Source: an optimization exercise on an open RTL-to-GDS flow (aim: small area and a short achievable clock period). Production flows keep margins and buffers that such runs may drop.
In this exercise RTL edits were held to simulation tests only and were not proved equivalent to the original.
No activity file was given, so power comes from the tool's default toggle rates.

// signedMultiplier
module signedMultiplier
(
	input  logic          clk,
	input  logic          arstN,
	input  mulPkg::operandPairT   operands,
	output mulPkg::productResultT result
);
	logic [23:0] r0_a0;
	logic [23:0] r0_a1;
	logic [11:0] r0_neg, r0_one, r0_two;
	logic [11:0] r0_neg1, r0_one1, r0_two1;
	logic [5:0] valid;
	wire [23:0] mb = operands.multiplier;
	logic pp1;
	logic pp2;
	logic pp3;
	logic pp4;
	logic pp5;
	logic pp6;
	logic pp7;
	logic pp8;
	logic pp9;
	logic pp10;
	logic pp11;
	logic pp12;
	logic pp13;
	logic pp14;
	logic pp15;
	logic pp16;
	logic pp17;
	logic pp18;
	logic pp19;
	logic pp20;
	logic pp21;
	logic pp22;
	logic pp23;
	logic pp24;
	logic pp25;
	logic pp26;
	logic pp27;
	logic pp28;
	logic pp29;
	logic pp30;
	logic pp31;
	logic pp32;
	logic pp33;
	logic pp34;
	logic pp35;
	logic pp36;
	logic pp37;
	logic pp38;
	logic pp39;
	logic pp40;
	logic pp41;
	logic pp42;
	logic pp43;
	logic pp44;
	logic pp45;
	logic pp46;
	logic pp47;
	logic pp48;
	logic pp49;
	logic pp50;
  ...
clock: 4.0 ns
lec_check: 0
cap_margin: 20
core_margin: 2
core_utilization: 55
cts_cluster_diameter: 100
cts_cluster_size: 30
setup_slack_margin: 2.05
slew_margin: 20
synth_hierarchical: 1
run.sh (not shown) runs the stock make flow with config.mk's settings and CLKGATE_MAP_FILE= SYNTH_SCRIPT=/design/flow/synth_recipe.tcl, a recipe that flattens the netlist after the stock synthesis.
Edit:
- CORE_UTILIZATION: 55 -> 70
- SETUP_SLACK_MARGIN: 2.05 -> 2.0
Outcome: The changed run ran to the end with no violations; routed wire length went down by 3.6%; clock skew went down by 0.0037 ns; cell count went down by 5.8%.
Edit:
==> flow/flow/run.sh (new file) <==
#!/bin/bash
# The standard layout (standard.sh), with plain buffers instead of delay
# cells on the ports; the whole ORFS run is logged to standard_flow.log.
set -euo pipefail
export BUFFER_PORTS_ARGS="-buffer_cell sky130_fd_sc_hd__buf_2"
bash standard.sh > standard_flow.log 2>&1
==> flow/standard.sh (new file) <==
#!/bin/bash
# synth_recipe.tcl (not shown) runs the flow's synth.tcl, then flattens the netlist and writes it again
# the make line also repeats each setting of config.mk as NAME=value (left out here)
make -C /OpenROAD-flow-scripts/flow DESIGN_CONFIG=/design/flow/config.mk WORK_HOME=/design/flow/orfs CLKGATE_MAP_FILE= SYNTH_SCRIPT=/design/flow/synth_recipe.tcl "${@:-finish}"
- CORE_UTILIZATION: 70 -> 55
- CTS_CLUSTER_DIAMETER: 100 -> 90
- CTS_CLUSTER_SIZE: 30 -> 25
- HOLD_SLACK_MARGIN: not set -> 0.1
removed: flow/run.sh
Global-route usage decreases by 5.7 points.
Synthesized cell count stays the same.
Clock skew falls by 0.0083 ns.
Setup slack is about the same.
Die area went up by 27%.
Final cell count climbs by 6.1%.
Critical path depth is unchanged.


signedMultiplier, a different RTL version from the one above (not shown whole).
Size: ~1,900 cells after synthesis, ~470 flip-flops.
Settings: LEC_CHECK=0, CAP_MARGIN=20, CORE_MARGIN=2, CORE_UTILIZATION=65, CTS_CLUSTER_DIAMETER=100, CTS_CLUSTER_SIZE=30, SETUP_SLACK_MARGIN=1.8, SLEW_MARGIN=20, SYNTH_HIERARCHICAL=1; clock period 4.0 ns.
Stock flow here: none of the scripts above is used.
The starting point produced a clean layout.
Rerun with:
--- a/flow/config.mk
+++ b/flow/config.mk
@@ -9,3 +9,3 @@
 export CORE_MARGIN = 2
-export CORE_UTILIZATION = 65
+export CORE_UTILIZATION = 75
 export CTS_CLUSTER_DIAMETER = 100
After rerunning: The changed run completed with no timing, DRC or antenna violations. Sequential power came out higher by about 0.8%. Worst hold slack got worse by 0.0044 ns. Cell area came out lower by 0.32%. Final cell count came out lower by about 3%. Routed wire length came out higher by 1.9%. Clock skew came out lower by 0.0074 ns. Global-route usage came out higher by 4.1 points. Worst setup slack improved by 0.026 ns.
Rerun with:
--- a/flow/config.mk
+++ b/flow/config.mk
@@ -9,3 +9,3 @@
 export CORE_MARGIN = 2
-export CORE_UTILIZATION = 75
+export CORE_UTILIZATION = 55
 export CTS_CLUSTER_DIAMETER = 100
- core utilization falls by 22 points
- count of clock-buffer cells in the layout climbs by 2
- first-iteration DRC count drops by about a fifth
- via count went down by a few percent
- worst setup slack improves by 0.015 ns
- sequential power came out lower slightly
- area after synthesis is unchanged
- die area went up by a quarter to a third
- routed wire length is about the same
- global-route usage shrinks by 8.2 points
- final area increases slightly


signedMultiplier, a different RTL version from the one above (not shown whole).
Size: about 460 flip-flops, roughly 100 I/O pins.
==> flow/config.mk <==
export PLATFORM = sky130hd
export DESIGN_NAME = signedMultiplier
export DESIGN_NICKNAME = signedMultiplier
export VERILOG_FILES = /design/flow/design.v
export SDC_FILE = /design/flow/constraint.sdc
export NUM_CORES = 4
export LEC_CHECK = 0
export CAP_MARGIN = 20
export CORE_MARGIN = 2
export CORE_UTILIZATION = 40
export CTS_CLUSTER_DIAMETER = 100
export CTS_CLUSTER_SIZE = 30
export SETUP_SLACK_MARGIN = 1.8
export SLEW_MARGIN = 20
export SYNTH_HIERARCHICAL = 1
==> flow/constraint.sdc <==
create_clock -name core_clock -period 4.0 [get_ports {clk}]
set_input_delay 0.8000 -clock core_clock [delete_from_list [all_inputs] [get_ports {clk}]]
set_output_delay 0.8000 -clock core_clock [all_outputs]
set_load 0.01 [all_outputs]
Rerun with:
CTS_CLUSTER_DIAMETER = not set   (was 100)
CTS_CLUSTER_SIZE = not set   (was 30)
SETUP_SLACK_MARGIN = 2.0   (was 1.8)
- The changed run ran to the end with no violations
- via count went up by 14%
- non-clock buffer count went up by 181
- wire length went up by about 30%
- global-route usage went up by 3.7 points
- power went up by 23%
- setup slack gets worse by 0.047 ns
- critical path depth went down by 5
- design area went up by 22%
- register-to-register slack gets worse by 0.05 ns
Rerun with:
SETUP_SLACK_MARGIN = 1.9   (was 2.0)
Outcome:
- design area goes down by 9.8%
- sequential share of layout area goes up by 3.1 points
- sequential power hardly moves
- final cell count goes down by 3.3%
Rerun with:
SETUP_SLACK_MARGIN = 1.75   (was 1.9)
The changed run ran to the end with no violations; sequential cell count is unchanged; combinational power decreases by about 10%; final cell count decreases by 3.9%; power decreases by 5.6%; die area does not change; first-iteration DRC count decreases by 7.4%; design area decreases by 7.4%.

==> separate check: timing with driven ports <==
The results above use ideal ports. As a check the final layouts listed here were re-extracted and re-timed, cells and wires unchanged.
Step 1, drivers: a clkbuf_16 drives clk and a buf_2 each remaining input, both assumed.
Step 2 moves the port delays by t, midway between the first and last clock arrival at a register: inputs arrive t later, outputs are due t later. That takes back most of the time a late clock gives input paths.
a / b / c = ideal / step 1 / step 2; a / b = the first two.
run | t, ns | setup slack, ns | slew at the worst register clock pin (ns) | worst data-port slew with drivers (ns)
the first run of note 1 | 0.629 | 1.940 / 1.940 / 1.846 | 0.12 / 0.12 | 0.06
the second run of note 1 | 0.609 | 2.007 / 1.984 / 1.814 | 0.12 / 0.12 | 0.07
the third run of note 1 | 0.654 | 2.007 / 2.007 / 2.007 | 0.10 / 0.10 | 0.07
the first run of note 2 | 0.603 | 1.808 / 1.808 / 1.808 | 0.12 / 0.12 | 0.06
the second run of note 2 | 0.589 | 1.834 / 1.834 / 1.834 | 0.11 / 0.11 | 0.06
the third run of note 2 | 0.603 | 1.849 / 1.849 / 1.849 | 0.11 / 0.11 | 0.06
the first run of note 3 | 0.633 | 1.824 / 1.824 / 1.824 | 0.11 / 0.11 | 0.06
the second run of note 3 | 0.657 | 1.777 / 1.777 / 1.777 | 0.07 / 0.07 | 0.07
the third run of note 3 | 0.651 | 1.803 / 1.803 / 1.803 | 0.07 / 0.07 | 0.07
the fourth run of note 3 | 0.637 | 1.791 / 1.732 / 1.797 | 0.06 / 0.06 | 0.06
After both steps every run listed still meets setup and hold. For the second run of note 1, which loses most, drivers alone change the setup slack by -0.023 ns; drivers and shift together by -0.193 ns.
